Source: an optimization exercise on an open RTL-to-GDS flow (aim: small area). Production flows keep margins and buffers that such runs may drop.
Only simulation tests tie the RTL to the original design; equivalence was not proved.
No activity file was given, so power comes from the tool's default toggle rates.

## flow/run.sh

```bash
#!/bin/bash
# synth_recipe.tcl (not shown) runs the flow's synth.tcl, then flattens the netlist and writes it again
# the make line also repeats each setting of config.mk as NAME=value (left out here)
make -C /OpenROAD-flow-scripts/flow DESIGN_CONFIG=/design/flow/config.mk WORK_HOME=/design/flow/orfs CLKGATE_MAP_FILE= SYNTH_SCRIPT=/design/flow/synth_recipe.tcl finish
```

## flow/config.mk

```make
export PLATFORM = sky130hd
export DESIGN_NAME = ambient_light_brightness_tracker
export DESIGN_NICKNAME = ambient_light_brightness_tracker
export VERILOG_FILES = /design/flow/design.v
export SDC_FILE = /design/flow/constraint.sdc
export NUM_CORES = 4
export LEC_CHECK = 0
export CAP_MARGIN = 20
export CORE_MARGIN = 2
export CORE_UTILIZATION = 40
export PLACE_DENSITY = 0.6
export SLEW_MARGIN = 20
```

## flow/constraint.sdc

```tcl
create_clock -name core_clock -period 7.0 [get_ports {aclk}]
set_input_delay 1.4000 -clock core_clock [delete_from_list [all_inputs] [get_ports {aclk}]]
set_output_delay 1.4000 -clock core_clock [all_outputs]
set_load 0.01 [all_outputs]
```

## flow/design.v

```verilog
package alb_pkg;
    localparam int SAMPLE_W   = 10;                     
    localparam int SAMPLE_MAX = (1 << SAMPLE_W) - 1;    
    localparam int LEVEL_W    = 5;                      
    localparam int CFG_W      = 4;                      
    localparam int CFG_IDX_W  = 2;
    localparam int IN_SPAN    = 1023;
    localparam int SPAN_W     = CFG_W + 2;              
    localparam int PROD_W     = 15;                     
    localparam int SPAN_SHIFT = PROD_W + 10;
    localparam int SPAN_RECIP = ((1 << SPAN_SHIFT) + IN_SPAN - 1) / IN_SPAN;
    localparam int RECIP_W    = 16;
    localparam int QUOT_W     = 6;                      
    localparam int TGT_W      = 7;                      
    typedef enum logic [CFG_IDX_W-1:0] {
        REG_AUTO_ENABLE  = 2'd0,
        REG_MANUAL_LEVEL = 2'd1,
        REG_MIN_LEVEL    = 2'd2,
        REG_MAX_LEVEL    = 2'd3
    } cfg_reg_t;
    typedef struct packed {
        logic             auto_enable;
        logic [CFG_W-1:0] manual_level;
        logic [CFG_W-1:0] min_level;
        logic [CFG_W-1:0] max_level;
    } cfg_t;
    typedef logic signed [LEVEL_W-1:0] level_t;
    typedef logic signed [QUOT_W-1:0]  quot_t;
endpackage
module alb_window #(
    parameter int WINDOW_LEN = 10,
    parameter int SUM_W      = 14
) (
    input  logic             aclk,
    input  logic             aresetn,
    input  alb_pkg::cfg_t             cfg,
    input  logic             in_valid,
    output logic             in_ready,
    input  logic [alb_pkg::SAMPLE_W-1:0] in_sample,
    output logic             out_valid,
    input  logic             out_ready,
    output logic [SUM_W-1:0] out_sum,
    output logic             out_manual
);
    localparam int IDX_W = (WINDOW_LEN > 1) ? $clog2(WINDOW_LEN) : 1;
    localparam logic [IDX_W-1:0] IDX_LAST = IDX_W'(WINDOW_LEN - 1);
    logic [alb_pkg::SAMPLE_W-1:0] win_mem [WINDOW_LEN];
    logic                s1_valid_reg;
    logic [alb_pkg::SAMPLE_W-1:0] s1_sample_reg;
    logic                s2_valid_reg;
    logic [SUM_W-1:0]    s2_sum_reg;
    logic                s2_manual_reg;
    logic [IDX_W-1:0]    idx_reg, idx_next, rd_addr;
    logic [SUM_W-1:0]    sum_reg, sum_update, sample_ext;
    logic                filled_reg, wrapped_reg;
    logic [alb_pkg::SAMPLE_W-1:0] fill_value_reg, rd_data_reg, old_sample;
    logic s2_ready, s1_fire, upd;
    assign s2_ready = !s2_valid_reg || out_ready;
    assign s1_fire  = s1_valid_reg && s2_ready;
    assign in_ready = !s1_valid_reg || s2_ready;
    assign upd      = s1_fire && cfg.auto_enable;
    assign idx_next = (idx_reg == IDX_LAST) ? '0 : idx_reg + 1'b1;
    assign rd_addr  = upd ? idx_next : idx_reg;
    always_comb begin
        if (!filled_reg) begin
            old_sample = s1_sample_reg;
        end else if (wrapped_reg) begin
            old_sample = rd_data_reg;
        end else begin
            old_sample = fill_value_reg;
        end
    end
    assign sample_ext = SUM_W'(s1_sample_reg);
    assign sum_update = filled_reg ? (sum_reg - SUM_W'(old_sample) + sample_ext)
                                   : (sample_ext * SUM_W'(WINDOW_LEN));
    always_ff @(posedge aclk) begin
        if (upd) begin
            win_mem[idx_reg] <= s1_sample_reg;
        end
        rd_data_reg <= win_mem[rd_addr];
    end
    always_ff @(posedge aclk) begin
        if (!aresetn) begin
            idx_reg      <= '0;
            sum_reg      <= '0;
            filled_reg   <= 1'b0;
            wrapped_reg  <= 1'b0;
            s1_valid_reg <= 1'b0;
            s2_valid_reg <= 1'b0;
        end else begin
            if (in_ready) begin
                s1_valid_reg <= in_valid;
            end
            if (s2_ready) begin
                s2_valid_reg <= s1_valid_reg;
            end
            if (upd) begin
                idx_reg    <= idx_next;
                sum_reg    <= sum_update;
                filled_reg <= 1'b1;
                if (idx_reg == IDX_LAST) begin
                    wrapped_reg <= 1'b1;
                end
            end
        end
    end
    always_ff @(posedge aclk) begin
        if (in_valid && in_ready) begin
            s1_sample_reg <= in_sample;
        end
        if (upd && !filled_reg) begin
            fill_value_reg <= s1_sample_reg;
        end
        if (s1_fire) begin
            s2_sum_reg    <= sum_update;
            s2_manual_reg <= !cfg.auto_enable;
        end
    end
    assign out_valid  = s2_valid_reg;
    assign out_sum    = s2_sum_reg;
    assign out_manual = s2_manual_reg;
endmodule
module alb_scale #(
    parameter int WINDOW_LEN = 10,
    parameter int SUM_W      = 14
) (
    input  logic             aclk,
    input  logic             aresetn,
    input  alb_pkg::cfg_t             cfg,
    input  logic             in_valid,
    output logic             in_ready,
    input  logic [SUM_W-1:0] in_sum,
    input  logic             in_manual,
    output logic             out_valid,
    input  logic             out_ready,
    output alb_pkg::quot_t            out_quot,
    output logic             out_manual
);
    localparam int LOG_N   = (WINDOW_LEN > 1) ? $clog2(WINDOW_LEN) : 1;
    localparam int AVG_K   = SUM_W + LOG_N;
    localparam int ARECIP_W = SUM_W + 1;
    localparam int APROD_W = SUM_W + ARECIP_W;
    localparam logic [ARECIP_W-1:0] AVG_RECIP =
        ARECIP_W'(((1 << AVG_K) + WINDOW_LEN - 1) / WINDOW_LEN);
    localparam int FULL_W  = alb_pkg::SAMPLE_W + 1 + alb_pkg::SPAN_W;
    localparam int QPROD_W = alb_pkg::PROD_W + alb_pkg::RECIP_W;
    localparam logic [alb_pkg::RECIP_W-1:0] SPAN_RECIP_C = alb_pkg::RECIP_W'(alb_pkg::SPAN_RECIP);
    logic                     s3_valid_reg, s4_valid_reg, s5_valid_reg;
    logic                     s3_manual_reg, s4_manual_reg, s5_manual_reg;
    logic [alb_pkg::SAMPLE_W-1:0]      s3_avg_reg;
    logic signed [alb_pkg::PROD_W:0]   s4_prod_reg;
    alb_pkg::quot_t                    s5_quot_reg;
    logic r3, r4, r5;
    logic [APROD_W-1:0]       avg_prod;
    logic signed [alb_pkg::SAMPLE_W:0] avg_m1;
    logic signed [alb_pkg::SPAN_W-1:0] span;
    logic signed [FULL_W-1:0] map_prod;
    logic                     prod_neg;
    logic [alb_pkg::PROD_W-1:0]        prod_mag;
    logic [QPROD_W-1:0]       quot_prod;
    alb_pkg::quot_t                    quot_mag, quot_next;
    assign r5 = !s5_valid_reg || out_ready;
    assign r4 = !s4_valid_reg || r5;
    assign r3 = !s3_valid_reg || r4;
    assign in_ready = r3;
    assign avg_prod = APROD_W'(in_sum) * APROD_W'(AVG_RECIP);
    assign avg_m1   = $signed({1'b0, s3_avg_reg}) - $signed((alb_pkg::SAMPLE_W + 1)'(1));
    assign span     = $signed({2'b00, cfg.min_level}) - $signed(alb_pkg::SPAN_W'(1))
                    - $signed({2'b00, cfg.max_level});
    assign map_prod = avg_m1 * span;
    assign prod_neg  = s4_prod_reg[alb_pkg::PROD_W];
    assign prod_mag  = prod_neg ? alb_pkg::PROD_W'(-s4_prod_reg) : alb_pkg::PROD_W'(s4_prod_reg);
    assign quot_prod = QPROD_W'(prod_mag) * QPROD_W'(SPAN_RECIP_C);
    assign quot_mag  = $signed({1'b0, quot_prod[alb_pkg::SPAN_SHIFT +: alb_pkg::QUOT_W-1]});
    assign quot_next = prod_neg ? -quot_mag : quot_mag;
    always_ff @(posedge aclk) begin
        if (!aresetn) begin
            s3_valid_reg <= 1'b0;
            s4_valid_reg <= 1'b0;
            s5_valid_reg <= 1'b0;
        end else begin
            if (r3) begin
                s3_valid_reg <= in_valid;
            end
            if (r4) begin
                s4_valid_reg <= s3_valid_reg;
            end
            if (r5) begin
                s5_valid_reg <= s4_valid_reg;
            end
        end
    end
    always_ff @(posedge aclk) begin
        if (in_valid && r3) begin
            s3_avg_reg    <= avg_prod[AVG_K +: alb_pkg::SAMPLE_W];
            s3_manual_reg <= in_manual;
        end
        if (s3_valid_reg && r4) begin
            s4_prod_reg   <= $signed(map_prod[alb_pkg::PROD_W:0]);
            s4_manual_reg <= s3_manual_reg;
        end
        if (s4_valid_reg && r5) begin
            s5_quot_reg   <= quot_next;
            s5_manual_reg <= s4_manual_reg;
        end
    end
    assign out_valid  = s5_valid_reg;
    assign out_quot   = s5_quot_reg;
    assign out_manual = s5_manual_reg;
endmodule
module alb_level (
    input  logic   aclk,
    input  logic   aresetn,
    input  alb_pkg::cfg_t   cfg,
    input  logic   in_valid,
    output logic   in_ready,
    input  alb_pkg::quot_t  in_quot,
    input  logic   in_manual,
    output logic   out_valid,
    input  logic   out_ready,
    output alb_pkg::level_t out_level,
    output logic   out_level_written,
    output alb_pkg::level_t out_target_level
);
    logic   out_valid_reg;
    alb_pkg::level_t level_out_reg, target_out_reg;
    logic   written_out_reg;
    alb_pkg::level_t cur_level_reg, cur_level_next;
    logic   changed;
    logic   fire;
    logic signed [alb_pkg::TGT_W-1:0] hi, lo, t_raw, t_clamp;
    alb_pkg::level_t target;
    assign in_ready = !out_valid_reg || out_ready;
    assign fire     = in_valid && in_ready;
    assign hi    = $signed({3'b000, cfg.max_level});
    assign lo    = $signed({3'b000, cfg.min_level}) - $signed(alb_pkg::TGT_W'(1));
    assign t_raw = alb_pkg::TGT_W'(in_quot) + hi;
    always_comb begin
        if (t_raw < lo) begin
            t_clamp = lo;
        end else if (t_raw > hi) begin
            t_clamp = hi;
        end else begin
            t_clamp = t_raw;
        end
    end
    assign target = $signed(t_clamp[alb_pkg::LEVEL_W-1:0]);
    always_comb begin
        cur_level_next = cur_level_reg;
        changed        = 1'b0;
        if (target > cur_level_reg) begin
            cur_level_next = cur_level_reg + alb_pkg::LEVEL_W'(1);
            changed        = 1'b1;
        end else if (target < cur_level_reg) begin
            cur_level_next = cur_level_reg - alb_pkg::LEVEL_W'(1);
            changed        = 1'b1;
        end
    end
    always_ff @(posedge aclk) begin
        if (!aresetn) begin
            out_valid_reg <= 1'b0;
            cur_level_reg <= '0;
        end else begin
            if (in_ready) begin
                out_valid_reg <= in_valid;
            end
            if (fire && !in_manual) begin
                cur_level_reg <= cur_level_next;
            end
        end
    end
    always_ff @(posedge aclk) begin
        if (fire) begin
            if (in_manual) begin
                level_out_reg   <= $signed({1'b0, cfg.manual_level});
                written_out_reg <= 1'b1;
                target_out_reg  <= '0;
            end else begin
                level_out_reg   <= cur_level_next;
                written_out_reg <= changed;
                target_out_reg  <= target;
            end
        end
    end
    assign out_valid         = out_valid_reg;
    assign out_level         = level_out_reg;
    assign out_level_written = written_out_reg;
    assign out_target_level  = target_out_reg;
endmodule
module ambient_light_brightness_tracker #(
    parameter int WINDOW_LEN = 10
) (
    input  logic                  aclk,
    input  logic                  aresetn,
    input  logic                  cfg_wr_en,
    input  logic [alb_pkg::CFG_IDX_W-1:0]  cfg_index,
    input  logic [alb_pkg::CFG_W-1:0]      cfg_wdata,
    input  logic                  s_valid,
    output logic                  s_ready,
    input  logic [alb_pkg::SAMPLE_W-1:0]   s_light_sample,
    output logic                  m_valid,
    input  logic                  m_ready,
    output logic signed [alb_pkg::LEVEL_W-1:0] m_level,
    output logic                  m_level_written,
    output logic signed [alb_pkg::LEVEL_W-1:0] m_target_level
);
    localparam int SUM_W = $clog2(WINDOW_LEN * alb_pkg::SAMPLE_MAX + 1);
    alb_pkg::cfg_t cfg_reg;
    logic             win_valid, win_ready, win_manual;
    logic [SUM_W-1:0] win_sum;
    logic             scl_valid, scl_ready, scl_manual;
    alb_pkg::quot_t            scl_quot;
    always_ff @(posedge aclk) begin
        if (!aresetn) begin
            cfg_reg.auto_enable  <= 1'b1;
            cfg_reg.manual_level <= alb_pkg::CFG_W'(8);
            cfg_reg.min_level    <= '0;
            cfg_reg.max_level    <= alb_pkg::CFG_W'(15);
        end else if (cfg_wr_en) begin
            case (cfg_index)
                alb_pkg::REG_AUTO_ENABLE:  cfg_reg.auto_enable  <= cfg_wdata[0];
                alb_pkg::REG_MANUAL_LEVEL: cfg_reg.manual_level <= cfg_wdata;
                alb_pkg::REG_MIN_LEVEL:    cfg_reg.min_level    <= cfg_wdata;
                alb_pkg::REG_MAX_LEVEL:    cfg_reg.max_level    <= cfg_wdata;
                default: ;
            endcase
        end
    end
    alb_window #(
        .WINDOW_LEN (WINDOW_LEN),
        .SUM_W      (SUM_W)
    ) u_window (
        .aclk       (aclk),
        .aresetn    (aresetn),
        .cfg        (cfg_reg),
        .in_valid   (s_valid),
        .in_ready   (s_ready),
        .in_sample  (s_light_sample),
        .out_valid  (win_valid),
        .out_ready  (win_ready),
        .out_sum    (win_sum),
        .out_manual (win_manual)
    );
    alb_scale #(
        .WINDOW_LEN (WINDOW_LEN),
        .SUM_W      (SUM_W)
    ) u_scale (
        .aclk       (aclk),
        .aresetn    (aresetn),
        .cfg        (cfg_reg),
        .in_valid   (win_valid),
        .in_ready   (win_ready),
        .in_sum     (win_sum),
        .in_manual  (win_manual),
        .out_valid  (scl_valid),
        .out_ready  (scl_ready),
        .out_quot   (scl_quot),
        .out_manual (scl_manual)
    );
    alb_level u_level (
        .aclk              (aclk),
        .aresetn           (aresetn),
        .cfg               (cfg_reg),
        .in_valid          (scl_valid),
        .in_ready          (scl_ready),
        .in_quot           (scl_quot),
        .in_manual         (scl_manual),
        .out_valid         (m_valid),
        .out_ready         (m_ready),
        .out_level         (m_level),
        .out_level_written (m_level_written),
        .out_target_level  (m_target_level)
    );
endmodule
```

==> notes.md <==
==> cell type report <==
| cell class | count | area, um2 | area share |
|---|---|---|---|
| Multi-Input combinational cell | 1122 | 10270 | 0.5201 |
| Clock inverter | 8 | 77.57 | 0.003929 |
| Clock buffer | 40 | 774.5 | 0.03923 |
| Timing Repair Buffer | 51 | 465.4 | 0.02358 |
| Antenna cell | 1 | 2.502 | 0.0001268 |
| Sequential cell | 235 | 6516 | 0.3301 |
| Tap cell | 592 | 740.7 | 0.03752 |
| Inverter | 239 | 897.1 | 0.04544 |
==> per-stage QoR <==
stage               worst slack (ns)  total power [mW]
floorplan                     0.8996             7.274
CTS                           0.6555             10.27
finish                        0.6633             10.12
global placement              0.8173             8.769
detailed placement            0.6564             8.845
global route                  0.2131             11.32
==> how the worst min path moves through the flow <==
| stage | start | depth (start not counted) | endpoint |
|---|---|---|---|
| 6_report | u_scale.s3_manual_reg | 0 | u_scale.s4_manual_reg |
| 5_1_grt | u_scale.s3_manual_reg | 0 | u_scale.s4_manual_reg |
| 4_1_cts | u_scale.s3_manual_reg | 0 | u_scale.s4_manual_reg |
| 3_5_place_dp | u_scale.s3_manual_reg | 0 | u_scale.s4_manual_reg |
| 3_3_place_gp | u_scale.s3_manual_reg | 0 | u_scale.s4_manual_reg |
| 2_1_floorplan | u_window.s2_manual_reg | 0 | u_scale.s3_manual_reg |
==> per-layer routing <==
metal | up-vias | part of all wire
met5 | - | 0
met4 | 0 | 0.020
met3 | 49 | 0.037
met2 | 164 | 0.47
met1 | 5661 | 0.47
li1 | 5712 | -
==> cells in the mapped netlist, types with 37 or more instances <==
cell type,number
inv_1,238
ha_1,237
edfxtp_1,181
nor2_1,135
fa_1,118
nand2_1,97
a21oi_1,63
xnor2_1,60
dfxtp_1,54
mux2i_1,50
o21ai_0,37
==> power by group through the flow <==
stage / combinational [mW] / sequential, mW / clock, mW
2_1_floorplan: 5.26 / 2.01 / 0
3_3_place_gp: 6.70 / 2.07 / 0
3_5_place_dp: 6.77 / 2.07 / 0
4_1_cts: 6.85 / 2.04 / 1.37
5_1_grt: 7.83 / 2.06 / 1.43
6_report: 6.73 / 2.04 / 1.35
==> critical path: stages (launching register included) <==
cell and delay (ns):
dfxtp_1 0.44, inv_1 0.07, ha_1 0.24, xnor2_1 0.28, inv_1 0.08, ha_1 0.32
a21o_1 0.19, a21oi_1 0.17, xor2_1 0.10, or2_2 0.30, fa_1 0.48, fa_1 0.54
inv_1 0.05, fa_1 0.53, inv_1 0.05, fa_1 0.56, inv_1 0.06, ha_1 0.28
a21o_1 0.18, a21oi_1 0.23, nor2b_1 0.10, o211ai_1 0.16, nand2_1 0.09, a41oi_1 0.29
a21oi_1 0.13, xnor2_1 0.14
==> cells by family (layout without fill, tap and decap cells) <==
logic type	Yosys count	in the layout
muxes	62	62
xor gates and xnor gates	89	89
other	0	1
and+or+nand+nor	392	392
DFF	235	235
buffers and inverters	272	338
adders and majority gates	355	355
AOI/OAI and AO/OA	224	224
==> cell usage in the layout, fill, tap and decap left out, types with 5 or more instances in the layout <==
cell type | netlist | final
or2_2 | 19 | 19
buf_4 | 1 | 18
and3_1 | 6 | 6
a32o_1 | 10 | 10
ha_1 | 237 | 237
dfxtp_1 | 54 | 54
clkbuf_1 | 22 | 8
o21a_1 | 10 | 10
clkbuf_8 | 0 | 5
edfxtp_1 | 181 | 181
clkbuf_16 | 0 | 27
mux4_2 | 9 | 9
or3_1 | 9 | 9
nand3b_1 | 6 | 6
nand4_1 | 5 | 5
a211oi_1 | 18 | 18
nand2b_1 | 17 | 17
nand2_1 | 97 | 97
mux2i_1 | 50 | 50
xnor2_1 | 60 | 60
o21ai_1 | 9 | 9
a31oi_1 | 11 | 11
nor3_1 | 27 | 26
clkdlybuf4s50_1 | 0 | 33
nor4_1 | 7 | 6
nand3_1 | 21 | 21
a21oi_1 | 63 | 63
xor2_1 | 27 | 27
nor2b_1 | 27 | 25
o21ai_0 | 37 | 37
a21o_1 | 14 | 14
o31ai_1 | 6 | 6
nor2_1 | 135 | 135
fa_1 | 118 | 118
inv_1 | 238 | 238
==> out/summary.txt <==
====================================================================================
Run status                                                              finished clean
Main combinational cell family by area after synthesis                   adder cells
Cell Count Post-Placement                                                       2239
Crit path kind                                                               reg2reg
Non-filler instance count after layout                                          2288
Fraction of synthesized cell area in xor and xnor cells                      0.04461
Part of the total power dissipated in the clock network                        0.133
Proportion of layout cells with a drive suffix above 1                       0.06431
Startpoint of the worst register-to-register path                         cfg_reg[4]
Fraction of synthesized area in multiplexers                                 0.04222
Static leakage                                                              8.648 nW
Fraction of met1 tracks used by global routing                                0.2238
GR Overflow Total                                                                  0
Count of max-cap constraint violations                                             0
Number of rows created at floorplan                                               77
Height of the die                                                           215.0 um
Capture point of the critical path                                      u_scale.s4_prod_reg[15]
DRC violations left                                                                0
WL/cell                                                                     16.03 um
Synthesized-area fraction occupied by adder cells                             0.2991
Top-level port count                                                              34
Vias after detailed routing                                                    11590
Final weighted congestion in routability-driven placement                     0.8449
Post-layout min period                                                      6.337 ns
Source-to-sink clock delay at the later pin of the worst-skew pair           0.57 ns
Cell taking the most area after synthesis                                   edfxtp_1
Portion of total power attributed to combinational logic                       0.665
Proportion of synthesized flip-flops having asynchronous set or reset              0
Placed standard-cell area                                                  18880 um2
Reg power frac                                                                 0.202
Hold Violations, Final                                                             0
Count of filler cells inserted in the layout                                    4153
Internal Power                                                              5.643 mW
Crit share post-route                                                         0.9052
Clock tree from TritonCTS                                                       done
Largest vdd supply drop                                                     564.9 uV
M3 GR Usage                                                                  0.02222
Net Sw Power                                                                4.476 mW
Worst flop-to-flop path endpoint                                        u_scale.s4_prod_reg[15]
Clock tree buffer depth                                                            3
Mapped Nets                                                                     2005
Arrival time reported for the critical path endpoint                         6.64 ns
Initial antenna violation count                                                    1
Number of setup violations in the final report                                     0
Total wire length after detailed routing                                    36680 um
Area growth from synthesis to layout                                          10.84%
Via count of the first global-routing pass                                     11610
Register clock-pin slew on the reported worst setup and hold paths           0.06 ns
Die outline area                                                           46230 um2
Pin count of the biggest net entering global routing                              49
Register bit total from synthesis                                                235
Share of Yosys cell area claimed by the top area cell type                    0.3051
Starting DRC count in detailed routing                                           650
Remaining number of nets flagged by the antenna check after routing                0
Port Buffers                                                                      33
Sinks on Clock Net                                                               235
Top flip-flop cell by instance count after synthesis                        edfxtp_1
PostCTS Resize Cnt                                                                 0
Number of iterations in the first detailed-routing pass                            5
Synth Area in Compound Gates                                                 0.08556
Placeable Area                                                             44120 um2
Mean Syn Cell Area                                                         10.93 um2
Setup TNS                                                                       0 ns
Maximum clock frequency                                                   0.1578 GHz
Die span in x                                                               215.0 um
Setup repair after global routing missed its margin                               no
First-pass GRT wire length                                                  60620 um
Starting density of the core                                                  0.4037
Final slew viol count                                                              0
Element type at the critical path end                                       register
Post-CTS setup buffer count                                                        0
Critical path launch point                                                cfg_reg[4]
Yosys Warn Count                                                                   4
Sw Ratio                                                                      0.4423
Detailed placement HPWL                                                     28070 um
Flip-flop count of the largest register, all copies and words added              100
Setup slack, reg-to-reg                                                      0.66 ns
Largest driver fanout on the critical path                                         6
Worst-case hold slack                                                      0.4187 ns
Number of enable-type register cells in the synthesized netlist                  181
Number of hold buffers added after cts                                             0
Met2 demand-to-capacity share in global routing                               0.2708
Clock Skews                                                               0.01506 ns
Worst-margin pin slew                                                       1.044 ns
Setup crit start kind                                                       register
Cell types occupying the most area after synthesis                      edfxtp_1 31%, ha_1 17%, fa_1 13%
Overall global routing resource usage                                         0.1621
Syn Inst Count                                                                  1629
Path depth of the worst reg2reg path                                              25
CP required                                                                  7.30 ns
Synthesized-area fraction occupied by and/or/nand/nor cells                   0.1041
Worst hold-check path type                                                   reg2reg
Root buffer cell                                                           clkbuf_16
Power Dens Cells                                                        512.5 nW/um2
Synth cell types                                                                  81
Headroom to the max-slew limit                                                0.3010
Final std cell area, no fill                                               19740 um2
Most Used Layer, Global Route                                                   met2
Proportion of synthesized chip area in sequential cells                       0.3658
Vias per std cell                                                              5.064
H-Tree Depth                                                                       1
Total clock buffers created by CTS                                                26
Number of nets in the layout                                                    2051
Mapped cell area                                                           17810 um2
Finished Core Util                                                            0.4474
====================================================================================

[re-timing with driven ports]
The results above use ideal ports. As a check the final layout listed here was re-extracted and re-timed, cells and wires unchanged. Step 1, drivers: a clkbuf_16 drives aclk and a buf_2 each remaining input, both assumed. Step 2, shift: input delay + t, output delay - t, t = (earliest + latest rising clock arrival at the registers) / 2. This alone moves slack from input paths to output paths. Three values: no drivers, after step 1, after step 2; two values: the first two.
t, ns: 0.611
slack for setup (ns): 0.663 / 0.663 / 0.663
worst data-port slew with drivers (ns): 0.10
pins driven straight from the clock port: 1
After both steps this run still meets setup and hold. The setup slack of this run moves by 0.000 ns with the drivers and by 0.000 ns with both steps.
